Context: an optimization exercise on an open-source flow, tuned for small area and a short achievable clock period. The choices shown serve that exercise and are no tape-out recipe. At most, simulation tests tie the RTL to the original design; equivalence was not proved. Power and IR drop assume default switching activity.

==> flow/design.v (excerpt) <==
module rv_ex_top (
    input  logic                    clk,
    input  logic                    rst,
    input  logic                    stall_i,
    input  logic                    flush_i,
    input  logic [64-1:0]     pc_i,
    input  logic [64-1:0]     next_pc_i,
    input  logic [32-1:0]     inst_i,
    input  logic [3:0]              alu_op_i,
    input  logic                    word_op_i,
    input  logic [1:0]              src1_sel_i,
    input  logic [2:0]              src2_sel_i,
    input  logic [3:0]              bru_op_i,
    input  logic [2:0]              lsu_size_i,
    input  logic                    dmem_en_i,
    input  logic                    dmem_we_i,
    input  logic                    rf_we_i,
    input  logic [5-1:0]   rf_waddr_i,
    input  logic                    wb_from_mem_i,
    input  logic [64-1:0]     rs1_data_i,
    input  logic [64-1:0]     rs2_data_i,
    output logic [64-1:0]     ex_pc_o,
    output logic [64-1:0]     ex_result_o,
    output logic [64-1:0]     real_npc_o,
    output logic                    br_taken_o,
    output logic [64-1:0]     br_target_o,
    output logic                    dmem_en_o,
    output logic                    dmem_we_o,
    output logic [64-1:0]     dmem_addr_o,
    output logic [64-1:0]     dmem_wdata_o,
    output logic [8-1:0]   dmem_sel_o,
    output logic                    rf_we_o,
    output logic [5-1:0]   rf_waddr_o,
    output logic                    wb_from_mem_o
);
Size in the first run: ~720 I/O pins.
clock: 12.0 ns
lec_check: 0
cap_margin: 20
core_margin: 2
core_utilization: 60
place_density: 0.75
setup_slack_margin: 5
slew_margin: 20
run.sh (not shown) runs the stock make flow with config.mk's settings and CLKGATE_MAP_FILE= SYNTH_SCRIPT=/design/flow/synth_recipe.tcl, a recipe that flattens the netlist after the stock synthesis.
The first run failed in global routing on GRT-0232.
Then changed:
CORE_UTILIZATION = 40   (was 60)
PLACE_DENSITY = 0.6   (was 0.75)
What happened: The new run completed with no timing, DRC or antenna violations. Synthesized area is unchanged. Synthesized cell count stays the same.
Function was not checked in any run of this note: the RTL went through the layout flow alone.

========
Setup of run A:
Another version of the RTL of rv_ex_top (not shown whole).
For scale: about 4200 cells after synthesis, ~340 flip-flops, about 720 I/O pins.
Design rv_ex_top, start of the top module:
module rv_ex_top (
    input  logic                    clk,
    input  logic                    rst,
    input  logic                    stall_i,
    input  logic                    flush_i,
    input  logic [64-1:0]     pc_i,
    input  logic [64-1:0]     next_pc_i,
    input  logic [32-1:0]     inst_i,
    input  logic [3:0]              alu_op_i,
    input  logic                    word_op_i,
    input  logic [1:0]              src1_sel_i,
    input  logic [2:0]              src2_sel_i,
    input  logic [3:0]              bru_op_i,
    input  logic [2:0]              lsu_size_i,
    input  logic                    dmem_en_i,
    input  logic                    dmem_we_i,
    input  logic                    rf_we_i,
    input  logic [5-1:0]   rf_waddr_i,
    input  logic                    wb_from_mem_i,
    input  logic [64-1:0]     rs1_data_i,
    input  logic [64-1:0]     rs2_data_i,
    output logic [64-1:0]     ex_pc_o,
    output logic [64-1:0]     ex_result_o,
    output logic [64-1:0]     real_npc_o,
    output logic                    br_taken_o,
    output logic [64-1:0]     br_target_o,
    output logic                    dmem_en_o,
    output logic                    dmem_we_o,
    output logic [64-1:0]     dmem_addr_o,
    output logic [64-1:0]     dmem_wdata_o,
    output logic [8-1:0]   dmem_sel_o,
    output logic                    rf_we_o,
    output logic [5-1:0]   rf_waddr_o,
    output logic                    wb_from_mem_o
);
clock: 12.0 ns
lec_check: 0
cap_margin: 20
core_margin: 2
core_utilization: 50
place_density: 0.7
setup_slack_margin: 5
slew_margin: 20
standard.sh (not shown) runs the stock make flow with config.mk's settings and CLKGATE_MAP_FILE= SYNTH_SCRIPT=/design/flow/synth_recipe.tcl, a recipe that flattens the netlist after the stock synthesis.
==> flow/flow/run.sh <==
#!/bin/bash
# Layout: the standard flow (standard synthesis, floorplan, power grid,
# placement, CTS, routing) unchanged, except for the cells of the port
# buffers that global placement inserts: buf_2 on every input, buf_1 on
# every output (see ports.tcl).
set -euo pipefail
export PRE_GLOBAL_PLACE_TCL="$(pwd)/flow/ports.tcl"
bash standard.sh > standard_flow.log 2>&1
==> flow/flow/ports.tcl <==
# Sourced before global placement: every input port gets a buf_2, every
# output port a buf_1, in place of the single buffer_ports call.
if { [info commands orig_buffer_ports] == "" } {
  rename buffer_ports orig_buffer_ports
  proc buffer_ports { args } {
    orig_buffer_ports -inputs -buffer_cell sky130_fd_sc_hd__buf_2
    orig_buffer_ports -outputs -buffer_cell sky130_fd_sc_hd__buf_1
  }
}
Here is what was changed in the inputs of run B compared with run A.
-- flow/config.mk --
<<< run A, line 10
export CORE_UTILIZATION = 50
export PLACE_DENSITY = 0.7
>>> run B, line 10
export CORE_UTILIZATION = 40
export PLACE_DENSITY = 0.6
Results
- Run B vs. run A: ratio of final minimum period to clock period -0.48 points, sequential share of layout area lost 0.16 points, multi-input gate share of total cell area fell by 0.45 points, amount of wire on met3 after detailed routing -about 30%.
- Run B reached the final stage; the timing, design-rule and antenna checks on its layout passed.
- Between run A and run B, length of routed wiring on met1 is higher for run B, run A comes in under that.
- Between run B and run A, the number of nets produced by synthesis does not differ in any meaningful way.
- Slew at the pin with the worst max-slew slack: run B < run A
- Run B vs. run A: number of CTS-inserted buffers went up by 5.3%.
- Lower design area goes to run A over run B.
### run B -> run C
==> flow/run.sh (new file) <==
#!/bin/bash
# synth_recipe.tcl (not shown) runs the flow's synth.tcl, then flattens the netlist and writes it again
# the make line also repeats each setting of config.mk as NAME=value (left out here)
make -C /OpenROAD-flow-scripts/flow DESIGN_CONFIG=/design/flow/config.mk WORK_HOME=/design/flow/orfs CLKGATE_MAP_FILE= SYNTH_SCRIPT=/design/flow/synth_recipe.tcl finish
removed: flow/flow/run.sh
removed: flow/flow/ports.tcl
removed: flow/standard.sh
### Flow results
The per-cell via count in the routed design on run C is in line with that on run B. Relative to run B, the final cell area reported for run C is higher. Both conditions hold for run C: the flow ran to the end and the final layout passed the timing, design-rule and antenna checks. Higher worst slack after detailed placement goes to run B over run C. In run C, the combined buffer and inverter count along the critical path came out 1 above the value in run B. Run B consumes less power than run C. Compare run B and run C | final period utilization higher: run C. Of run B and run C, the run reporting the higher switching power of the nets was run C. Minimum clock period was higher in the run labelled run C. | total of cells resized after clock tree synthesis | lower: run B |.
Edits applied to the flow inputs when going from run C to run D:
==> flow/flow/run.sh (new file) <==
#!/bin/bash
# Layout: the standard flow (standard synthesis, floorplan, power grid,
# placement, CTS, routing) unchanged, except that the port buffers which
# global placement inserts on every input and output use buf_2 cells.
set -euo pipefail
export BUFFER_PORTS_ARGS="-buffer_cell sky130_fd_sc_hd__buf_2"
bash standard.sh > standard_flow.log 2>&1
==> flow/standard.sh (new file) <==
#!/bin/bash
# synth_recipe.tcl (not shown) runs the flow's synth.tcl, then flattens the netlist and writes it again
# the make line also repeats each setting of config.mk as NAME=value (left out here)
make -C /OpenROAD-flow-scripts/flow DESIGN_CONFIG=/design/flow/config.mk WORK_HOME=/design/flow/orfs CLKGATE_MAP_FILE= SYNTH_SCRIPT=/design/flow/synth_recipe.tcl "${@:-finish}"
-- flow/config.mk --
<<< run C, line 10
export CORE_UTILIZATION = 40
export PLACE_DENSITY = 0.6
>>> run D, line 10
export CORE_UTILIZATION = 50
export PLACE_DENSITY = 0.7
removed: flow/run.sh
From run C to run D the numbers moved as follows: number of antenna repair diodes now larger; number of fillers in the final layout down 27%; total number of vias +2395; fraction of final layout cells sized beyond drive strength 1 increased 14 points; via density per instance saw an increase.
Run D improves on run C in setup slack.
Compared with run C, run D shows a lower design internal power.
A capturing instance or port of the critical path of u_stage_reg.result_o[17] is what run D shows, while u_stage_reg.result_o[36] belongs to run C.
Number of gates resized after CTS (run D vs. run C) decreases by more than half
Final cell count without fillers: run D lower than run C
Run D: full flow OK, the timing, design-rule and antenna checks passed
Summary — clock power, run D relative to run C: lower, by about 6%.

========
Another version of the RTL of rv_ex_top (not shown whole).
Size in the first run: about 340 flip-flops, ~720 I/O pins, about 0.032 mm² of cells after synthesis.
==> flow/config.mk <==
export PLATFORM = sky130hd
export DESIGN_NAME = rv_ex_top
export DESIGN_NICKNAME = rv_ex_top
export VERILOG_FILES = /design/flow/design.v
export SDC_FILE = /design/flow/constraint.sdc
export NUM_CORES = 4
export LEC_CHECK = 0
export CAP_MARGIN = 20
export CORE_MARGIN = 2
export CORE_UTILIZATION = 50
export PLACE_DENSITY = 0.7
export SETUP_SLACK_MARGIN = 5
export SLEW_MARGIN = 20
==> flow/constraint.sdc <==
create_clock -name core_clock -period 12.0 [get_ports {clk}]
set_input_delay 2.4000 -clock core_clock [delete_from_list [all_inputs] [get_ports {clk}]]
set_output_delay 2.4000 -clock core_clock [all_outputs]
set_load 0.01 [all_outputs]
==> flow/flow/run.sh <==
#!/bin/bash
# Layout: the standard flow (standard synthesis, floorplan, power grid,
# placement, CTS, routing) unchanged, except for the cells of the port
# buffers that global placement inserts: buf_2 on every input, buf_1 on
# every output (see ports.tcl).
set -euo pipefail
export PRE_GLOBAL_PLACE_TCL="$(pwd)/flow/ports.tcl"
bash standard.sh > standard_flow.log 2>&1
==> flow/flow/ports.tcl <==
# Sourced before global placement: every input port gets a buf_2, every
# output port a buf_1, in place of the single buffer_ports call.
if { [info commands orig_buffer_ports] == "" } {
  rename buffer_ports orig_buffer_ports
  proc buffer_ports { args } {
    orig_buffer_ports -inputs -buffer_cell sky130_fd_sc_hd__buf_2
    orig_buffer_ports -outputs -buffer_cell sky130_fd_sc_hd__buf_1
  }
}
==> next run, changes <==
--- a/flow/config.mk
+++ b/flow/config.mk
@@ -8,6 +8,6 @@
 export CAP_MARGIN = 20
 export CORE_MARGIN = 2
-export CORE_UTILIZATION = 50
-export PLACE_DENSITY = 0.7
+export CORE_UTILIZATION = 40
+export PLACE_DENSITY = 0.6
 export SETUP_SLACK_MARGIN = 5
 export SLEW_MARGIN = 20
The changed run ran to the end with no violations. Worst setup slack gains 97 ps. Routed wire length goes up by 6.0%. Clock power is about the same. Area after synthesis is unchanged. Die area grows by 25%. Critical path depth increases by 1.

## port drivers added, routing unchanged
In the flow no input, the clock included, has a driving cell. The finished layouts below were timed again as built, in two steps.
Step 1 assumes that a clkbuf_16 drives the clock port and a buf_2 every other input.
Step 2 also shifts input and output timing later by t, the mid clock arrival at the registers, as if the neighbouring blocks saw the same clock.
a / b / c = ideal / step 1 / step 2; a / b = the first two.
run	shift t [ns]	setup slack, ns	worst slew at a driven data input, ns
the second run of note 1	0.679	3.440 / 3.365 / 4.044	0.22
run A	0.657	4.929 / 4.939 / 4.282	0.17
run B	0.682	4.987 / 5.007 / 4.324	0.23
run C	0.676	4.807 / 4.840 / 4.163	0.21
run D	0.653	4.829 / 4.842 / 4.189	0.16
the first run of note 3	0.668	4.765 / 4.692 / 4.024	0.26
the second run of note 3	0.659	4.862 / 4.855 / 4.196	0.20
After both steps every run listed still meets setup and hold. The setup slack of the first run of note 3, which loses most, moves by -0.073 ns with the drivers and by -0.741 ns with both steps.
